Background: an optimization exercise with open tools, aiming at small area, a short achievable clock period and few clock cycles per item. Do not read the settings as production practice.
The RTL was checked by simulation tests, not by an equivalence proof against the original design.
Power is estimated from default activity; no workload was simulated.

== v17 ==
Design sparse_batch_accum, start of the top module:
module sparse_batch_accum #(
  parameter int DATA_W = sparse_batch_accum_pkg::DATA_W,
  parameter int RES_W  = sparse_batch_accum_pkg::RES_W,
  parameter int IDX_W  = sparse_batch_accum_pkg::IDX_W,
  parameter int BATCH  = sparse_batch_accum_pkg::BATCH
) (
  input  logic              clk,
  input  logic              rst,
  input  logic              in_valid,
  output logic              in_ready,
  input  logic [DATA_W-1:0] in_data,
  input  logic [DATA_W-1:0] in_weight,
  input  logic [IDX_W-1:0]  in_idx,
  input  logic              in_last,
  output logic              out_valid,
  input  logic              out_ready,
  output logic [RES_W-1:0]  out_data,
  output logic [IDX_W-1:0]  out_idx,
  output logic              out_last,
  output logic [sparse_batch_accum_pkg::bw(BATCH+1)-1:0] sample_cnt
  , output logic            sat_flag
);
Settings: LEC_CHECK=0, CAP_MARGIN=20, CORE_MARGIN=2, CORE_UTILIZATION=55, CTS_CLUSTER_DIAMETER=80, CTS_CLUSTER_SIZE=25, SETUP_SLACK_MARGIN=5, SLEW_MARGIN=20; clock period 8.0 ns.
standard.sh (not shown) runs the stock make flow with config.mk's settings and CLKGATE_MAP_FILE= SYNTH_SCRIPT=/design/flow/synth_recipe.tcl, a recipe that flattens the netlist after the stock synthesis.
==> flow/flow/run.sh <==
#!/bin/bash
set -euo pipefail
bash standard.sh SETUP_SLACK_MARGIN=5.3 finish > flow_standard.log 2>&1
Testbench counts of v17, summed over its fixed seeds: cycles 5,290, items 4,650.
Here is what was changed in the inputs of v27 compared with v17.
--- a/flow/design.v
+++ b/flow/design.v
@@ -377,24 +377,25 @@
   logic               draining, mac_fwd;
   logic               s2_valid;
   logic [IDX_W-1:0]   s2_idx;
   logic [HW-1:0]      s2_hi, s2_top;
   logic [PW-1:0]      s2_lo;
   logic               s2_k, s2_s;
   logic               s2_h_max, s2_h_maxm1, s2_h_min, s2_h_minp1;
   logic               s2_top_max, s2_top_min;
   logic [RES_W-1:0]   s2_res;
   logic               s2_sat_p, s2_sat_n;
   logic [RES_W-1:0]   acc [NACC];
-  logic [NACC-1:0]    acc_vld;
   logic [RES_W-1:0]   rd_val;
+  logic               clear;
+  logic [RES_W-1:0]   wr_data;
   logic [HW-1:0]      add_hi;
   logic [PW-1:0]      add_lo;
   logic               add_h_max, add_h_maxm1, add_h_min, add_h_minp1;
   logic               add_k, add_sat_p, add_sat_n, add_ovf;
   assign accept    = in_valid & in_ready;
   assign handshake = out_valid & out_ready;
   assign done      = handshake & out_last;
   assign last_sample = (sample_cnt == CNT_W'(BATCH - 1));
   always_comb begin
     state_nxt = state;
     m_idx_nxt = i_idx;
@@ -432,41 +433,35 @@
   end
   always_ff @(posedge clk or posedge rst) begin
     if (rst) begin
       state      <= ACCUM;
       in_ready   <= 1'b0;
       out_valid  <= 1'b0;
       sample_cnt <= '0;
       i_valid    <= 1'b0;
       m_valid    <= 1'b0;
       s1_valid   <= 1'b0;
       s2_valid   <= 1'b0;
-      acc_vld    <= '0;
     end else begin
       state     <= state_nxt;
       in_ready  <= (state_nxt == ACCUM);
       out_valid <= (state_nxt == DRAIN);
       if (done) begin
         sample_cnt <= '0;
       end else if (accept && in_last) begin
         sample_cnt <= sample_cnt + 1'b1;
       end
       i_valid  <= accept;
       m_valid  <= i_valid;
       s1_valid <= m_valid;
       s2_valid <= s1_valid;
-      if (done) begin
-        acc_vld <= '0;
-      end else if (s2_valid) begin
-        acc_vld[s2_idx] <= 1'b1;
-      end
     end
   end
   always_ff @(posedge clk) begin
     if (state != DRAIN) begin
       out_idx  <= '0;
       out_last <= 1'b0;
     end else if (handshake) begin
       out_idx  <= out_idx + 1'b1;
       out_last <= (out_idx == IDX_W'(NACC - 2));
     end
   end
@@ -486,26 +481,24 @@
   end
   sparse_mul_csa u_mul (.a(i_data), .b(i_weight), .row0(fin_x0), .row1(fin_x1));
   always_ff @(posedge clk) begin
     m_idx <= m_idx_nxt;
     m_x0  <= fin_x0;
     m_x1  <= fin_x1;
   end
   sparse_ks_add #(.W(PW)) u_cpa (.a(m_x0), .b(m_x1), .sum(prod), .cout(prod_cout));
   always_comb begin
     if (s2_valid && (s2_idx == m_idx)) begin
       rd_val = s2_res;
-    end else if (acc_vld[m_idx]) begin
-      rd_val = acc[m_idx];
     end else begin
-      rd_val = '0;
+      rd_val = acc[m_idx];
     end
   end
   assign s1_load = (state != DRAIN) | out_ready;
   always_ff @(posedge clk) begin
     s1_idx  <= m_idx;
     s1_prod <= m_valid ? prod : '0;
     s1_fwd  <= s1_valid & (s1_idx == m_idx);
     if (s1_load) begin
       s1_acc <= rd_val;
     end
   end
@@ -544,17 +537,21 @@
     end
   end
   always_comb begin
     if (s2_sat_p) begin
       s2_res = {1'b0, {(RES_W-1){1'b1}}};
     end else if (s2_sat_n) begin
       s2_res = {1'b1, {(RES_W-1){1'b0}}};
     end else begin
       s2_res = {s2_top, s2_lo};
     end
   end
+  assign clear   = rst | done;
+  assign wr_data = clear ? '0 : s2_res;
   always_ff @(posedge clk) begin
-    if (s2_valid) begin
-      acc[s2_idx] <= s2_res;
+    for (int i = 0; i < NACC; i++) begin
+      if (clear || (s2_valid && (s2_idx == IDX_W'(i)))) begin
+        acc[i] <= wr_data;
+      end
     end
   end
 endmodule
==> summary.txt <==
Note that the overall routed net length recorded for v27 amounts to 1.12 times the value seen in v17. On worst setup slack, v17 and v27 are basically level. v27 against v17: share of final layout cell area taken by clock buffers and inverters essentially unchanged; utilization increased 4.4 points; clock network power essentially unchanged.
Testbench counts of v27, summed over its fixed seeds: cycles 5,290, items 4,650.

---

Another version of the RTL of sparse_batch_accum (not shown whole).
For scale: ~71 I/O pins, roughly 31000 um^2 of cells after synthesis.
clock: 8.0 ns
lec_check: 0
cap_margin: 20
core_margin: 2
core_utilization: 55
cts_cluster_diameter: 80
cts_cluster_size: 25
setup_slack_margin: 5
slew_margin: 20
==> flow/flow/run.sh <==
#!/bin/bash
set -euo pipefail
bash standard.sh SETUP_SLACK_MARGIN=5.5 finish > flow_standard.log 2>&1
Testbench counts at the start, summed over its fixed seeds: cycles 5,258, items 4,650.
Edit:
--- a/flow/design.v
+++ b/flow/design.v
@@ -420,16 +420,17 @@
   localparam int CNT_W = sparse_batch_accum_pkg::bw(BATCH+1);
   localparam int PW    = 2*DATA_W;
   localparam int HW    = RES_W - PW;
   typedef enum logic [2:0] {
     ACCUM = 3'd0,
     WAIT1 = 3'd1,
     WAIT2 = 3'd2,
-    LOAD  = 3'd3,
-    DRAIN = 3'd4
+    LOAD1 = 3'd3,
+    LOAD2 = 3'd4,
+    DRAIN = 3'd5
   } st_t;
   st_t                state, state_nxt;
   logic               accept, handshake, done;
   logic               last_sample;
   logic               i_valid;
   logic [IDX_W-1:0]   i_idx;
   logic [PW-1:0]      i_r0, i_r1, i_r2, i_r3, pp_r0, pp_r1, pp_r2, pp_r3;
@@ -437,17 +438,18 @@
   logic [IDX_W-1:0]   m_idx, m_idx_nxt;
   logic [PW-1:0]      m_x0, m_x1, fin_x0, fin_x1;
   logic [PW-1:0]      prod;
   logic               prod_cout;
   logic               s1_valid;
   logic [IDX_W-1:0]   s1_idx;
   logic [PW-1:0]      s1_prod;
-  logic [RES_W-1:0]   s1_acc, s1_out;
+  logic [RES_W-1:0]   s1_acc;
   logic               s1_fwd;
   logic               s1_load;
+  logic               draining, mac_fwd;
   logic               s2_valid;
   logic [IDX_W-1:0]   s2_idx;
   logic [HW-1:0]      s2_hi, s2_top;
   logic [PW-1:0]      s2_lo;
   logic               s2_k, s2_s;
   logic               s2_h_max, s2_h_maxm1, s2_h_min, s2_h_minp1;
   logic               s2_top_max, s2_top_min;
@@ -471,25 +473,29 @@
       ACCUM: begin
         if (accept && in_last && last_sample) state_nxt = WAIT1;
       end
       WAIT1: begin
         state_nxt = WAIT2;
       end
       WAIT2: begin
-        state_nxt = LOAD;
+        state_nxt = LOAD1;
         m_idx_nxt = '0;
       end
-      LOAD: begin
+      LOAD1: begin
         if (s1_valid && (s1_idx == '0)) begin
           m_idx_nxt = '0;
         end else begin
-          state_nxt = DRAIN;
+          state_nxt = LOAD2;
           m_idx_nxt = IDX_W'(1);
         end
       end
+      LOAD2: begin
+        state_nxt = DRAIN;
+        m_idx_nxt = IDX_W'(2);
+      end
       DRAIN: begin
         m_idx_nxt = handshake ? m_idx + 1'b1 : m_idx;
         if (done) state_nxt = ACCUM;
       end
       default: begin
         state_nxt = ACCUM;
       end
@@ -569,26 +575,27 @@
     end else begin
       rd_val = '0;
     end
   end
   assign s1_load = (state != DRAIN) | out_ready;
   always_ff @(posedge clk) begin
     s1_idx  <= m_idx;
-    s1_prod <= prod;
+    s1_prod <= m_valid ? prod : '0;
     s1_fwd  <= s1_valid & (s1_idx == m_idx);
-    s1_acc  <= rd_val;
     if (s1_load) begin
-      s1_out <= rd_val;
+      s1_acc <= rd_val;
     end
   end
-  assign out_data = s1_out;
+  assign draining = (state == DRAIN);
+  assign mac_fwd  = draining ? ~out_ready : s1_fwd;
+  assign out_data = {s2_hi, s2_lo};
   assign s2_top_max = (s2_h_max & (s2_k == s2_s)) | (s2_h_maxm1 & s2_k & ~s2_s);
   assign s2_top_min = (s2_h_min & (s2_k == s2_s)) | (s2_h_minp1 & s2_s & ~s2_k);
   sparse_mac_stage #(.DATA_W(DATA_W), .RES_W(RES_W)) u_mac (
-    .acc_rd(s1_acc), .fwd(s1_fwd), .prev_top(s2_top), .prev_top_max(s2_top_max),
+    .acc_rd(s1_acc), .fwd(mac_fwd), .prev_top(s2_top), .prev_top_max(s2_top_max),
     .prev_top_min(s2_top_min), .prev_lo(s2_lo), .prev_sat_p(s2_sat_p), .prev_sat_n(s2_sat_n),
     .prod(s1_prod), .res_hi(add_hi), .res_h_max(add_h_max), .res_h_maxm1(add_h_maxm1),
     .res_h_min(add_h_min), .res_h_minp1(add_h_minp1), .res_lo(add_lo), .res_k(add_k),
     .res_sat_p(add_sat_p), .res_sat_n(add_sat_n), .ovf(add_ovf)
   );
   always_ff @(posedge clk) begin
     s2_idx     <= s1_idx;
Outcome: Count of clock-buffer cells in the layout went down by 17. Power went down by about 5%. Cell area went up by about 0.6%. Worst setup slack gains 0.10 ns. Utilization went up by 1.7 points. Via count went up by about 1.4%. Global-route usage went up by 0.52 points. Non-clock buffer count went up by 48. Die area went down by about 2%. Hold slack gains 0.0051 ns. Fmax went up by 3.8%. Wire length went up by about 0.4%.
Testbench counts after the change, summed over its fixed seeds: cycles 5,290, items 4,650.

==> static timing again, ports no longer ideal <==
Ports are ideal in the flow. The routed layouts listed here were re-timed in OpenROAD. Step 1: set_driving_cell puts a clkbuf_16 on clk and a buf_2 on each other input, an assumption about the parent block. Step 2 also shifts input and output timing later by t, the mid clock arrival at the registers, as if the neighbouring blocks saw the same clock. Three values: ideal ports, drivers, drivers and shift; two values: the first two.
run | t, ns | setup WS [ns] | worst setup path after step 2 | worst slew at a driven data input, ns
v17 | 0.647 | 5.212 / 5.149 / 4.726 | input to register | 0.03
v27 | 0.649 | 5.210 / 5.145 / 4.743 | input to register | 0.05
the first run of note 2 | 0.642 | 5.140 / 5.077 / 4.910 | input to register | 0.05
the second run of note 2 | 0.640 | 5.244 / 5.182 / 4.629 | input to register | 0.06
After both steps setup and hold are still met in every run listed. For the second run of note 2, which loses most, drivers alone change the setup slack by -0.062 ns; drivers and shift together by -0.615 ns.
